What follows belongs to an exercise in optimizing a design on an open flow for small area, a short achievable clock period and few clock cycles per item; a production flow would make more cautious choices. The RTL was checked by simulation tests, not by an equivalence proof against the original design. The flow treats the clock pin as an ideal source. Dropping or thinning the clock tree relies on that and would not hold on a real chip. Power is estimated from default activity; no workload was simulated.

// pool_buffer_top
module pool_buffer_top (
    input  wire                           clk,
    input  wire                           rst_n,
    input  wire                           in_valid,
    input  wire pool_buffer_pkg::pixel_vec_t in_data,
    output logic                          in_ready,
    output logic                          out_valid,
    input  wire                           out_ready,
    output pool_buffer_pkg::window_beat_t out_beat
);
    localparam int DEPTH = 6 + 1;
    localparam logic [$clog2(((6 / 2) * (4 / 2)))-1:0] WIN_LAST = $clog2(((6 / 2) * (4 / 2)))'(((6 / 2) * (4 / 2)) - 1);
    logic [$clog2(((6 / 2) * (4 / 2)))-1:0]     win;
    logic                        r0;
    logic                        c0;
    logic                        br_q;
    logic                        last_q;
    logic                        accept;
    logic [$clog2(((6 / 2) * (4 / 2)))-1:0]     win_next;
    logic                        r0_next;
    logic                        c0_next;
    pool_buffer_pkg::pixel_vec_t hist [DEPTH];
    assign in_ready  = out_ready;
    assign accept    = in_valid && in_ready;
  ...
clock: 4.0 ns
lec_check: 0
cap_margin: 20
core_aspect_ratio: 2.5
core_margin: 2
core_utilization: 70
place_density: 0.8
setup_slack_margin: 2.05
slew_margin: 20
standard.sh (not shown) runs the stock make flow with config.mk's settings and CLKGATE_MAP_FILE= SYNTH_SCRIPT=/design/flow/synth_recipe.tcl, a recipe that flattens the netlist after the stock synthesis.
==> flow/flow/run.sh <==
#!/bin/bash
# The standard layout (standard.sh, unchanged synthesis) with two changes:
# - the port buffers are buf_1 cells instead of the cell buffer_ports picks
#   by itself (repair_timing upsizes those on critical paths);
# - flow/pre_cts.tcl builds the clock tree (two buffer stages from the clock
#   port to every register) and the flip-flop enable buffer tree.
# Full make output goes to flow_make.log; each ORFS step also keeps its own
# log under orfs/logs.
set -euo pipefail
here=$(pwd)
bash standard.sh "BUFFER_PORTS_ARGS=-buffer_cell sky130_fd_sc_hd__buf_1" \
  "PRE_CTS_TCL=$here/flow/pre_cts.tcl" finish > flow_make.log 2>&1
==> flow/flow/pre_cts.tcl <==
# Replaces TritonCTS with a directly built two-level clock tree, and rebuilds
# the buffer tree of the flip-flop enables as two balanced levels clustered
# like the clock leaves (my_cts.tcl). The rest of ORFS's CTS step
# (legalisation, setup and hold repair) runs as usual.
source [file join [file dirname [info script]] my_cts.tcl]
rename clock_tree_synthesis __orfs_clock_tree_synthesis
proc clock_tree_synthesis { args } {
  my_build_clock_tree 30 4 sky130_fd_sc_hd__buf_12
  set_propagated_clock [all_clocks]
  my_build_enable_tree sky130_fd_sc_hd__buf_2 sky130_fd_sc_hd__buf_16 4
}
Other scripts of this flow, unchanged in this note and not shown: flow/flow/my_cts.tcl
The baseline went through all stages and came out clean.
Testbench counts at the start, summed over its fixed seeds: cycles 1,536, frames 64.
Edit:
--- a/flow/flow/pre_cts.tcl
+++ b/flow/flow/pre_cts.tcl
@@ -8,4 +8,4 @@
   my_build_clock_tree 30 4 sky130_fd_sc_hd__buf_12
   set_propagated_clock [all_clocks]
-  my_build_enable_tree sky130_fd_sc_hd__buf_2 sky130_fd_sc_hd__buf_16 4
+  my_build_enable_tree sky130_fd_sc_hd__buf_4 sky130_fd_sc_hd__buf_16 4
 }
Settings changed: CORE_ASPECT_RATIO 2.5 to not set, CORE_UTILIZATION 70 to 80, PLACE_DENSITY 0.8 to 0.88, SETUP_SLACK_MARGIN 2.05 to 2.0.
=> The new run ended with an error in detailed placement; synthesized area is unchanged; synthesized cell count does not change.
Edit:
--- a/flow/flow/pre_cts.tcl
+++ b/flow/flow/pre_cts.tcl
@@ -8,4 +8,4 @@
   my_build_clock_tree 30 4 sky130_fd_sc_hd__buf_12
   set_propagated_clock [all_clocks]
-  my_build_enable_tree sky130_fd_sc_hd__buf_4 sky130_fd_sc_hd__buf_16 4
+  my_build_enable_tree sky130_fd_sc_hd__buf_2 sky130_fd_sc_hd__buf_16 4
 }
Settings changed: CORE_ASPECT_RATIO set to 0.25, CORE_UTILIZATION 80 to 70, PLACE_DENSITY 0.88 to 0.8, SETUP_SLACK_MARGIN 2.0 to 2.05.
This time the run passed the timing, DRC and antenna checks.
Synthesized cell count does not change.
Synthesized area stays the same.
The clock cells of the first and third runs of this note come from the design's own scripts or RTL, not from TritonCTS.


Setup of oak:
pool_buffer_top, a different RTL version from the one above (not shown whole).
For scale: about 900 flip-flops, about 650 I/O pins, roughly 0.028 mm2 of cells after synthesis.
Design pool_buffer_top, start of the top module:
module pool_buffer_top (
    input  wire                           clk,
    input  wire                           rst_n,
    input  wire                           in_valid,
    input  wire pool_buffer_pkg::pixel_vec_t in_data,
    output logic                          in_ready,
    output logic                          out_valid,
    input  wire                           out_ready,
    output pool_buffer_pkg::window_beat_t out_beat
);
==> flow/config.mk <==
export PLATFORM = sky130hd
export DESIGN_NAME = pool_buffer_top
export DESIGN_NICKNAME = pool_buffer_top
export VERILOG_FILES = /design/flow/design.v
export SDC_FILE = /design/flow/constraint.sdc
export NUM_CORES = 4
export LEC_CHECK = 0
export CAP_MARGIN = 20
export CORE_MARGIN = 2
export CORE_UTILIZATION = 60
export PLACE_DENSITY = 0.72
export SETUP_SLACK_MARGIN = 2.0
export SLEW_MARGIN = 20
==> flow/constraint.sdc <==
create_clock -name core_clock -period 4.0 [get_ports {clk}]
set_input_delay 0.8000 -clock core_clock [delete_from_list [all_inputs] [get_ports {clk}]]
set_output_delay 0.8000 -clock core_clock [all_outputs]
set_load 0.01 [all_outputs]
==> flow/flow/run.sh <==
#!/bin/bash
set -euo pipefail
here=$(pwd)
bash standard.sh "BUFFER_PORTS_ARGS=-buffer_cell sky130_fd_sc_hd__buf_1" \
  "PRE_CTS_TCL=$here/flow/pre_cts.tcl" finish > flow_make.log 2>&1
Other scripts of this flow, unchanged in this note and not shown: flow/flow/my_cts.tcl, flow/flow/pre_cts.tcl
Testbench counts of oak, summed over its fixed seeds: cycles 1,536, frames 64.
### oak -> pine
Settings: CORE_UTILIZATION: 60 -> 70; PLACE_DENSITY: 0.72 -> 0.8; SETUP_SLACK_MARGIN: 2.0 -> unset.
==> flow/flow/run.sh <==
#!/bin/bash
set -euo pipefail
here=$(pwd)
bash standard.sh "BUFFER_PORTS_ARGS=-buffer_cell sky130_fd_sc_hd__buf_2" \
  "PRE_CTS_TCL=$here/flow/pre_cts.tcl" finish > flow_make.log 2>&1
==> results.txt <==
- Having completed the whole flow, oak delivered a layout that passed the timing, DRC and antenna checks.
- pine ended with every stage complete and zero timing, DRC or antenna violations.
- Taking oak as the reference, in pine post-route core utilization +13 points; minimum setup slack in the final design down 0.16 ns; clock network fraction of design power held; final standard cell count with taps included and fillers excluded now sits lower.
- Worst hold slack deteriorates in pine relative to oak.
- Compared with oak, pine shows die area that has gone down by more than 10%.
- Summary of pine over oak: overall power of the completed layout moved up, post-layout instance area went up, worst vdd rail ir drop +12%, worst slack at placement ~0 delta.
What birch does differently from pine at the input level:
Settings: CORE_UTILIZATION now 60, was 70; SETUP_SLACK_MARGIN now 2.0, previously not set; PLACE_DENSITY now 0.72, was 0.8.
## What came out
[compare] base=pine new=birch: critical path depth fell 3, via count fell about 4.4%, sequential share of layout area fell 0.52 points, switching part of the total power fell 0.93 points, count of inserted tapcells rose about 16%. Sort pine and birch by post-route cell area, descending, and birch comes first. met1 demand-to-capacity share in global routing on birch is down relative to pine. The core area of birch exceeds that of pine by 17%. The wire length after detailed routing in birch was lower than what pine gave. Cmp birch vs pine: global-route wire length before repair lower in birch. Having completed the whole flow, birch delivered a layout that passed the timing, DRC and antenna checks.
Here is what was changed in the inputs of maple compared with birch.
Settings: SETUP_SLACK_MARGIN changed from 2.0 to 2.1.
==> flow/flow/run.sh <==
#!/bin/bash
set -euo pipefail
here=$(pwd)
bash standard.sh "BUFFER_PORTS_ARGS=-buffer_cell sky130_fd_sc_hd__buf_1" \
  "PRE_CTS_TCL=$here/flow/pre_cts.tcl" finish > flow_make.log 2>&1
Notes after the runs:
Via count of the first global-routing pass delta for maple relative to birch: 1.7% higher. Diff birch -> maple: met1 routed wirelength after detailed routing fell 88 um, final critical path time including I/O delays and setup rose 0.053 ns. Against birch, maple comes in 1 lower on count of antenna diodes in the layout. Side by side, average routed wire per standard cell turned out higher in maple than in birch. [maple] final clock period utilization by the worst path rose 1.3 points relative to birch. The part of the power in registers in maple sits 0.6 points above the value recorded for birch. Re cell area: maple and birch aren't equal, and the higher value belongs to birch.
No run of this note takes its clock network from TritonCTS; it comes from the design's own scripts or RTL.


== job 5827 ==
The RTL this note starts from:
==> flow/design.v <==
`default_nettype none
package pool_buffer_pkg;
    typedef logic [32-1:0] pixel_t;
    typedef pixel_t [4-1:0] pixel_vec_t;
    typedef struct packed {
        pixel_vec_t top_left;
        pixel_vec_t top_right;
        pixel_vec_t bot_left;
        pixel_vec_t bot_right;
    } window_t;
    typedef struct packed {
        window_t                 window;
        logic [$clog2(((6 / 2) * (4 / 2)))-1:0] window_idx;
        logic                    last;
    } window_beat_t;
    typedef struct packed {
        logic [1:0]              bank_sel;
        logic [$clog2(((6 / 2) * (4 / 2)))-1:0] addr;
        pixel_vec_t              data;
    } bank_wr_t;
    typedef enum logic {
        ST_FILL,
        ST_DRAIN
    } buf_state_e;
endpackage
`default_nettype wire
`timescale 1ns/1ps
`default_nettype none
module pool_buffer_top (
    input  wire                           clk,
    input  wire                           rst_n,
    input  wire                           in_valid,
    input  wire pool_buffer_pkg::pixel_vec_t in_data,
    output logic                          in_ready,
    output logic                          out_valid,
    input  wire                           out_ready,
    output pool_buffer_pkg::window_beat_t out_beat
);
    localparam int DEPTH = 6 + 1;
    localparam logic [$clog2(((6 / 2) * (4 / 2)))-1:0] WIN_LAST = $clog2(((6 / 2) * (4 / 2)))'(((6 / 2) * (4 / 2)) - 1);
    logic [$clog2(((6 / 2) * (4 / 2)))-1:0]     win;
    logic                        r0;
    logic                        c0;
    logic                        br_q;
    logic                        last_q;
    logic                        accept;
    logic [$clog2(((6 / 2) * (4 / 2)))-1:0]     win_next;
    logic                        r0_next;
    logic                        c0_next;
    pool_buffer_pkg::pixel_vec_t hist [DEPTH];
    assign in_ready  = out_ready;
    assign accept    = in_valid && in_ready;
    assign out_valid = in_valid && br_q;
    always_comb begin
        out_beat.window.top_left  = hist[0];
        out_beat.window.top_right = hist[1];
        out_beat.window.bot_left  = hist[DEPTH-1];
        out_beat.window.bot_right = in_data;
        out_beat.window_idx       = win;
        out_beat.last             = last_q;
    end
    always_ff @(posedge clk) begin
        if (accept) begin
            for (int k = 0; k < DEPTH - 1; k++) begin
                hist[k] <= hist[k+1];
            end
            hist[DEPTH-1] <= in_data;
        end
    end
    always_comb begin
        win_next = win;
        r0_next  = r0;
        c0_next  = !c0;
        if (c0) begin
            case (win)
                3'd0:    win_next = 3'd1;
                3'd1:    win_next = 3'd2;
                3'd2:    win_next = r0 ? 3'd3 : 3'd0;
                3'd3:    win_next = 3'd4;
                3'd4:    win_next = 3'd5;
                default: win_next = r0 ? 3'd0 : 3'd3;
            endcase
            if (win == 3'd2 || win == 3'd5) begin
                r0_next = !r0;
            end
        end
    end
    always_ff @(posedge clk or negedge rst_n) begin
        if (!rst_n) begin
            win    <= '0;
            r0     <= 1'b0;
            c0     <= 1'b0;
            br_q   <= 1'b0;
            last_q <= 1'b0;
        end else if (accept) begin
            win    <= win_next;
            r0     <= r0_next;
            c0     <= c0_next;
            br_q   <= r0_next && c0_next;
            last_q <= (win_next == WIN_LAST);
        end
    end
endmodule
`default_nettype wire
clock: 4.0 ns
lec_check: 0
cap_margin: 20
core_margin: 2
core_utilization: 70
place_density: 0.8
setup_slack_margin: 2.0
slew_margin: 20
==> flow/flow/run.sh <==
#!/bin/bash
# The standard layout (standard.sh, unchanged synthesis) with two changes:
# - the port buffers are buf_1 cells instead of the cell buffer_ports picks
#   by itself (repair_timing upsizes those on critical paths);
# - flow/pre_cts.tcl builds the clock tree (two buffer stages from the clock
#   port to every register) and the flip-flop enable buffer tree.
# Full make output goes to flow_make.log; each ORFS step also keeps its own
# log under orfs/logs.
set -euo pipefail
here=$(pwd)
bash standard.sh "BUFFER_PORTS_ARGS=-buffer_cell sky130_fd_sc_hd__buf_1" \
  "PRE_CTS_TCL=$here/flow/pre_cts.tcl" finish > flow_make.log 2>&1
==> flow/flow/pre_cts.tcl <==
# Replaces TritonCTS with a directly built two-level clock tree, and rebuilds
# the buffer tree of the flip-flop enables as two balanced levels clustered
# like the clock leaves (my_cts.tcl). The rest of ORFS's CTS step
# (legalisation, setup and hold repair) runs as usual.
source [file join [file dirname [info script]] my_cts.tcl]
rename clock_tree_synthesis __orfs_clock_tree_synthesis
proc clock_tree_synthesis { args } {
  my_build_clock_tree 30 4 sky130_fd_sc_hd__buf_12
  set_propagated_clock [all_clocks]
  my_build_enable_tree sky130_fd_sc_hd__buf_4 sky130_fd_sc_hd__buf_16 4
}
Other scripts of this flow, unchanged in this note and not shown: flow/flow/my_cts.tcl
Testbench counts of job 5827, summed over its fixed seeds: cycles 1,536, frames 64.
Modified inputs, job 4165 compared to job 5827
- an added CORE_ASPECT_RATIO of 2.5
-- flow/flow/pre_cts.tcl --
<<< job 5827, line 10
  my_build_enable_tree sky130_fd_sc_hd__buf_4 sky130_fd_sc_hd__buf_16 4
>>> job 4165, line 10
  my_build_enable_tree sky130_fd_sc_hd__buf_2 sky130_fd_sc_hd__buf_16 4
Results
Diff job 5827 -> job 4165 | met1 routing resource usage after global routing | decrease of 2.8 points. Compared job 5827 against job 4165; fraction of area in multi-input gates within noise. In job 4165, the detailed-routed wire length on met3 came out about 6.6% below the value in job 5827.
Input changes introduced in job 3138 (baseline for comparison: job 4165):
- swapping 2.5 for 0.25 in CORE_ASPECT_RATIO
## What came out
On job 3138: global router's overall resource usage is 1.6 points lower than what job 4165 gave. Changes observed in job 3138 relative to job 4165: die area now sits higher; sequential share of layout area now sits lower. Changes observed in job 3138 relative to job 4165: relative area change from synthesis to final layout grew by 0.22 points, total power after layout went up 0.71%, maximum achievable frequency closely matched the old numbers.
Relative to job 3138, the following input files were edited for job 9767:
- SETUP_SLACK_MARGIN: 2.0 -> 2.1
Notes after the runs:
Compared job 3138 against job 9767; cell area after layout within noise. Delta (job 9767 minus job 3138): highest achievable clock rate moved up, worst setup slack moved up. Between job 9767 and job 3138, the difference in wire length of the first global-routing pass is negligible. In terms of combined global-route utilization of all metal layers, job 9767 and job 3138 differ only marginally. Summary of job 9767 over job 3138: worst hold slack has remained practically unchanged; worst supply voltage drop on vdd has decreased; number of buffers added to fix hold violations after cts has remained practically unchanged; complex-gate fraction of the synthesized area has remained practically unchanged; mean number of vias per cell has remained practically unchanged.
In every run of this note, the design's own scripts or RTL, not TritonCTS, make the clock network.


epsilon:
// pool_buffer_top: RTL as listed in full above, without the edits since
clock: 4.0 ns
lec_check: 0
cap_margin: 20
core_margin: 2
core_utilization: 70
place_density: 0.8
setup_slack_margin: 2.0
slew_margin: 20
==> flow/flow/run.sh <==
#!/bin/bash
set -euo pipefail
here=$(pwd)
bash standard.sh "BUFFER_PORTS_ARGS=-buffer_cell sky130_fd_sc_hd__buf_1" \
  "PRE_CTS_TCL=$here/flow/pre_cts.tcl" finish > flow_make.log 2>&1
==> flow/flow/pre_cts.tcl <==
# Replaces TritonCTS with a directly built two-level clock tree, and rebuilds
# the buffer tree of the flip-flop enables as two balanced levels clustered
# like the clock leaves (my_cts.tcl). The rest of ORFS's CTS step
# (legalisation, setup and hold repair) runs as usual.
source [file join [file dirname [info script]] my_cts.tcl]
rename clock_tree_synthesis __orfs_clock_tree_synthesis
proc clock_tree_synthesis { args } {
  my_build_clock_tree 30 4 sky130_fd_sc_hd__buf_12
  set_propagated_clock [all_clocks]
  my_build_enable_tree sky130_fd_sc_hd__buf_4 sky130_fd_sc_hd__buf_16 4
}
Other scripts of this flow, unchanged in this note and not shown: flow/flow/my_cts.tcl
Testbench counts of epsilon, summed over its fixed seeds: cycles 1,536, frames 64.
Input-level comparison between beta and epsilon:
--- a/flow/flow/run.sh
+++ b/flow/flow/run.sh
@@ -1,2 +1,9 @@
 #!/bin/bash
+# The standard layout (standard.sh, unchanged synthesis) with two changes:
+# - the port buffers are buf_1 cells instead of the cell buffer_ports picks
+#   by itself (repair_timing upsizes those on critical paths);
+# - flow/pre_cts.tcl builds the clock tree (two buffer stages from the clock
+#   port to every register) and the flip-flop enable buffer tree.
+# Full make output goes to flow_make.log; each ORFS step also keeps its own
+# log under orfs/logs.
 set -euo pipefail
--- a/flow/flow/pre_cts.tcl
+++ b/flow/flow/pre_cts.tcl
@@ -9,3 +9,3 @@
   set_propagated_clock [all_clocks]
-  my_build_enable_tree sky130_fd_sc_hd__buf_4 sky130_fd_sc_hd__buf_16 4
+  my_build_enable_tree sky130_fd_sc_hd__buf_2 sky130_fd_sc_hd__buf_16 4
 }
Findings:
- Relative to epsilon, the largest fanout on the critical path of beta is lower by 1.
- Comparing epsilon and beta, the lower area growth from synthesis to layout was measured on beta.
- Lower largest stage delay on the critical path among epsilon and beta: epsilon
- The register-to-register slack was comparable across epsilon and beta.
In every run of this note, the design's own scripts or RTL, not TritonCTS, make the clock network.

-- static timing again, ports no longer ideal --
How much do the figures lean on ideal ports? The routed layouts below were timed once more, with nothing changed but the port constraints.
Step 1 assumes that a clkbuf_16 drives the clock port and a buf_2 every other input.
Step 2, shift: input delay + t, output delay - t, t = (earliest + latest rising clock arrival at the registers) / 2. This alone moves slack from input paths to output paths.
Slacks: no drivers / after step 1 / after step 2; pairs: no drivers / after step 1.
run | t (ns) | setup WS [ns] | slew at the worst register clock pin (ns) | worst data-port slew with drivers (ns) | cell pins on the clock port's net
the first run of note 1 | 0.462 | 2.022 / 1.990 / 1.749 | 0.11 / 0.11 | 0.11 | 4
the third run of note 1 | 0.476 | 2.045 / 2.005 / 1.742 | 0.11 / 0.11 | 0.05 | 4
oak | 0.493 | 1.902 / 1.954 / 1.498 | 0.10 / 0.10 | 0.10 | 4
pine | 0.500 | 1.744 / 1.837 / 1.336 | 0.10 / 0.10 | 0.11 | 4
birch | 0.502 | 2.017 / 1.954 / 1.634 | 0.10 / 0.10 | 0.09 | 4
maple | 0.491 | 1.964 / 1.944 / 1.561 | 0.10 / 0.10 | 0.09 | 4
job 5827 | 0.471 | 2.015 / 1.940 / 1.975 | 0.10 / 0.10 | 0.08 | 4
job 4165 | 0.463 | 2.025 / 1.980 / 1.693 | 0.11 / 0.11 | 0.11 | 4
job 3138 | 0.478 | 2.021 / 1.962 / 1.657 | 0.11 / 0.11 | 0.05 | 4
job 9767 | 0.477 | 2.041 / 2.004 / 1.746 | 0.11 / 0.11 | 0.05 | 4
epsilon | 0.471 | 2.015 / 1.940 / 1.975 | 0.10 / 0.10 | 0.08 | 4
beta | 0.472 | 1.998 / 1.954 / 1.761 | 0.11 / 0.11 | 0.08 | 4
After both steps setup and hold are still met in every run listed. The setup slack of pine, which loses most, moves by +0.093 ns with the drivers and by -0.408 ns with both steps.
